From an optimization exercise on the open Yosys and OpenROAD flow, aimed at small area and a short achievable clock period; shortcuts taken in it are not production practice. The RTL was checked by simulation tests, not by an equivalence proof against the original design. No activity file was given, so power comes from the tool's default toggle rates.

the baseline:
==> flow/design.v <==
package ram_mon_pkg;
   typedef enum logic [1:0] {
      WR_ADDR = 2'b00,
      WR_DATA = 2'b01,
      RD_ADDR = 2'b10,
      RD_DATA = 2'b11
   } cmd_e;
   localparam int CHK_RST_OUT       = 0;
   localparam int CHK_SPURIOUS_TX   = 1;
   localparam int CHK_MISSING_TX    = 2;
   localparam int CHK_WR_ORDER      = 3;
   localparam int CHK_RD_ORDER      = 4;
   localparam int CHK_DATA_MISMATCH = 5;
   localparam int N_CHK             = 6;
   typedef enum logic {W_IDLE, W_ARMED} wr_state_e;
   typedef enum logic {R_IDLE, R_ARMED} rd_state_e;
   localparam int TOK_DATA_W = 32;
   typedef struct packed {
      logic                  exp;    
      logic                  chk;    
      logic [TOK_DATA_W-1:0] data;
   } token_t;
endpackage
module ram_mon_shadow #(
   parameter int unsigned ADDR_WIDTH = 8,
   parameter int unsigned NPART      = 1,
   parameter int unsigned LO_W       = ADDR_WIDTH / 2,
   parameter int unsigned HI_W       = ADDR_WIDTH - LO_W
) (
   input  logic                          clk,
   input  logic                          rst,
   input  logic                          we,
   input  logic [ADDR_WIDTH-1:0]         waddr,
   input  logic [ADDR_WIDTH-1:0]         wdata,
   input  logic [(1<<HI_W)-1:0]          rhi,
   input  logic [(1<<LO_W)-1:0]          rlo,
   output logic [NPART*ADDR_WIDTH-1:0]   rpart,
   output logic [NPART-1:0]              vpart
);
   localparam int unsigned DEPTH = 1 << ADDR_WIDTH;
   localparam int unsigned GSIZE = DEPTH / NPART;
   logic [ADDR_WIDTH-1:0] mem [DEPTH];
   logic [DEPTH-1:0]      valid;
   logic [(1<<LO_W)-1:0] wlo;
   logic [(1<<HI_W)-1:0] whi;
   logic [DEPTH-1:0]     wsel, rsel;
   always_comb begin
      for (int i = 0; i < (1<<LO_W); i++) begin
         wlo[i] = (waddr[LO_W-1:0] == i);
      end
      for (int i = 0; i < (1<<HI_W); i++) begin
         whi[i] = we && (waddr[ADDR_WIDTH-1:LO_W] == i);
      end
      for (int j = 0; j < DEPTH; j++) begin
         wsel[j] = whi[j >> LO_W] && wlo[j % (1<<LO_W)];
         rsel[j] = rhi[j >> LO_W] && rlo[j % (1<<LO_W)];
      end
   end
   always_ff @(posedge clk) begin
      for (int j = 0; j < DEPTH; j++) begin
         if (wsel[j]) begin
            mem[j] <= wdata;
         end
      end
   end
   always_ff @(posedge clk) begin
      if (rst) begin
         valid <= '0;
      end else begin
         valid <= valid | wsel;
      end
   end
   always_comb begin
      rpart = '0;
      vpart = '0;
      for (int j = 0; j < DEPTH; j++) begin
         rpart[(j/GSIZE)*ADDR_WIDTH +: ADDR_WIDTH] =
            rpart[(j/GSIZE)*ADDR_WIDTH +: ADDR_WIDTH] | (mem[j] & {ADDR_WIDTH{rsel[j]}});
         vpart[j/GSIZE] = vpart[j/GSIZE] | (valid[j] & rsel[j]);
      end
   end
endmodule
module ram_proto_monitor #(
   parameter int unsigned ADDR_WIDTH = 8,
   parameter int unsigned RD_LATENCY = 1,
   parameter int unsigned CNT_WIDTH  = 16
) (
   input  logic                  clk,
   input  logic                  rst,
   input  logic                  rx_valid,
   input  logic [ADDR_WIDTH+1:0] din,
   input  logic                  tx_valid,
   input  logic [ADDR_WIDTH-1:0] dout,
   input  logic                  clr,
   output logic [ram_mon_pkg::N_CHK-1:0] err_sticky,
   output logic                  err_pulse,
   output logic [CNT_WIDTH-1:0]  err_count,
   output logic [CNT_WIDTH-1:0]  wr_count,
   output logic [CNT_WIDTH-1:0]  rd_count
);
   localparam int unsigned NPART = 8;
   localparam int unsigned TOK_W = 2 + NPART * (ADDR_WIDTH + 1);
   function automatic logic [CNT_WIDTH-1:0] sat_inc(input logic [CNT_WIDTH-1:0] v);
      for (int i = 0; i < CNT_WIDTH; i++) begin
         sat_inc[i] = (v[i] ^ (&(v | ~(((CNT_WIDTH)'(1) << i) - 1'b1)))) | (&v);
      end
   endfunction
   function automatic logic [CNT_WIDTH-1:0] next_count(input logic [CNT_WIDTH-1:0] v,
                                                       input logic inc, input logic clear);
      next_count = inc ? (clear ? (CNT_WIDTH)'(1) : sat_inc(v)) : (clear ? '0 : v);
   endfunction
   logic [1:0]            opcode;
   logic [ADDR_WIDTH-1:0] payload;
   logic                  wr_addr_cmd, wr_data_cmd, rd_addr_cmd, rd_data_cmd;
   logic                  wr_armed_q, rd_armed_q;
   localparam int unsigned LO_W = ADDR_WIDTH / 2;
   localparam int unsigned HI_W = ADDR_WIDTH - LO_W;
   logic [ADDR_WIDTH-1:0] waddr_q;
   logic [(1<<HI_W)-1:0]  rhi_q, rhi_d;
   logic [(1<<LO_W)-1:0]  rlo_q, rlo_d;
   logic                  rst_d;
   logic [RD_LATENCY*TOK_W-1:0] pipe_q;
   logic [TOK_W-1:0]            push_tok, head_tok;
   logic                        sh_we;
   logic [NPART*ADDR_WIDTH-1:0] sh_rpart;
   logic [NPART-1:0]            sh_vpart;
   logic                  head_exp, head_armed, head_valid;
   logic [ADDR_WIDTH-1:0] head_data;
   logic [ram_mon_pkg::N_CHK-1:0] fail;
   logic                          any_fail;
   assign opcode  = din[ADDR_WIDTH+1:ADDR_WIDTH];
   assign payload = din[ADDR_WIDTH-1:0];
   assign wr_addr_cmd = rx_valid && !rst && (opcode == ram_mon_pkg::WR_ADDR);
   assign wr_data_cmd = rx_valid && !rst && (opcode == ram_mon_pkg::WR_DATA);
   assign rd_addr_cmd = rx_valid && !rst && (opcode == ram_mon_pkg::RD_ADDR);
   assign rd_data_cmd = rx_valid && !rst && (opcode == ram_mon_pkg::RD_DATA);
   assign sh_we = wr_data_cmd && wr_armed_q;
   ram_mon_shadow #(
      .ADDR_WIDTH(ADDR_WIDTH),
      .NPART     (NPART)
   ) u_shadow (
      .clk    (clk),
      .rst    (rst),
      .we     (sh_we),
      .waddr  (waddr_q),
      .wdata  (payload),
      .rhi    (rhi_q),
      .rlo    (rlo_q),
      .rpart  (sh_rpart),
      .vpart  (sh_vpart)
   );
   always_comb begin
      for (int i = 0; i < (1<<HI_W); i++) rhi_d[i] = (payload[ADDR_WIDTH-1:LO_W] == i);
      for (int i = 0; i < (1<<LO_W); i++) rlo_d[i] = (payload[LO_W-1:0] == i);
   end
   assign push_tok = {sh_vpart, sh_rpart, rd_armed_q, rd_data_cmd};
   assign head_tok = pipe_q[(RD_LATENCY-1)*TOK_W +: TOK_W];
   always_comb begin
      head_exp   = head_tok[0];
      head_armed = head_tok[1];
      head_data  = '0;
      for (int p = 0; p < NPART; p++) begin
         head_data = head_data | head_tok[2 + p*ADDR_WIDTH +: ADDR_WIDTH];
      end
      head_valid = |head_tok[2 + NPART*ADDR_WIDTH +: NPART];
   end
   always_comb begin
      fail = '0;
      if (!rst) begin
         fail[ram_mon_pkg::CHK_RST_OUT]       = rst_d && (tx_valid || (dout != '0));
         fail[ram_mon_pkg::CHK_SPURIOUS_TX]   = tx_valid && !head_exp;
         fail[ram_mon_pkg::CHK_MISSING_TX]    = head_exp && !tx_valid;
         fail[ram_mon_pkg::CHK_WR_ORDER]      = wr_data_cmd && !wr_armed_q;
         fail[ram_mon_pkg::CHK_RD_ORDER]      = rd_data_cmd && !rd_armed_q;
         fail[ram_mon_pkg::CHK_DATA_MISMATCH] = head_exp && head_armed && head_valid &&
                                                tx_valid && (dout != head_data);
      end
      any_fail = |fail;
   end
   always_ff @(posedge clk) begin
      pipe_q[0 +: TOK_W] <= push_tok;
      for (int i = 1; i < RD_LATENCY; i++) begin
         pipe_q[i*TOK_W +: TOK_W] <= pipe_q[(i-1)*TOK_W +: TOK_W];
         if (rst) begin
            pipe_q[i*TOK_W] <= 1'b0;
         end
      end
   end
   always_ff @(posedge clk) begin
      rst_d <= rst;
      if (rst) begin
         wr_armed_q <= 1'b0;
         rd_armed_q <= 1'b0;
         waddr_q    <= '0;
         rhi_q      <= (1<<HI_W)'(1);
         rlo_q      <= (1<<LO_W)'(1);
         err_sticky <= '0;
         err_pulse  <= 1'b0;
         err_count  <= '0;
         wr_count   <= '0;
         rd_count   <= '0;
      end else begin
         if (wr_addr_cmd) begin
            waddr_q    <= payload;
            wr_armed_q <= 1'b1;
         end else if (wr_data_cmd) begin
            wr_armed_q <= 1'b0;
         end
         if (rd_addr_cmd) begin
            rhi_q      <= rhi_d;
            rlo_q      <= rlo_d;
            rd_armed_q <= 1'b1;
         end else if (rd_data_cmd) begin
            rd_armed_q <= 1'b0;
         end
         err_sticky <= (clr ? '0 : err_sticky) | fail;
         err_pulse  <= any_fail;
         err_count  <= next_count(err_count, any_fail, clr);
         wr_count   <= next_count(wr_count, wr_data_cmd, clr);
         rd_count   <= next_count(rd_count, rd_data_cmd, clr);
      end
   end
endmodule
clock: 5.0 ns
lec_check: 0
cap_margin: 20
core_margin: 2
core_utilization: 45
cts_cluster_diameter: 80
cts_cluster_size: 24
place_density: 0.75
setup_slack_margin: 2.75
slew_margin: 20
run.sh (not shown) runs the stock make flow with config.mk's settings and CLKGATE_MAP_FILE= SYNTH_SCRIPT=/design/flow/synth_recipe.tcl, a recipe that flattens the netlist after the stock synthesis.
The baseline ran to completion and came out clean on the timing, DRC and antenna checks.
> inputs changed (the baseline -> the candidate)
Settings: removing PLACE_DENSITY (formerly 0.75).
==> run notes <==
In the tables for the baseline and the candidate, sequential power share reads lower with the candidate. The candidate has more setup slack than the baseline. In the metrics for the baseline and the candidate, the one carrying the higher sequential share of layout area is the candidate. Via count ends up higher on the baseline.

[port drivers added, routing unchanged]
In the flow no input, the clock included, has a driving cell. The finished layouts below were timed again as built, in two steps.
Step 1 (the two cells are an assumption about what drives the block):
set clk [get_ports {clk}]
set_driving_cell -lib_cell sky130_fd_sc_hd__clkbuf_16 $clk
set_driving_cell -lib_cell sky130_fd_sc_hd__buf_2 [delete_from_list [all_inputs] $clk]
Step 2 moves the port delays by t, midway between the first and last clock arrival at a register: inputs arrive t later, outputs are due t later. That takes back most of the time a late clock gives input paths.
Slacks: no drivers / after step 1 / after step 2; pairs: no drivers / after step 1.
run | t, ns | setup WS [ns] | hold slack, ns | worst setup path after step 2
the baseline | 0.892 | 2.585 / 2.480 / 1.588 | 0.437 / 0.437 / 0.437 | input to register
the candidate | 0.891 | 2.711 / 2.626 / 1.807 | 0.420 / 0.420 / 0.420 | input to register
After both steps every run listed still meets setup and hold. The setup slack of the baseline, which loses most, moves by -0.105 ns with the drivers and by -0.997 ns with both steps.
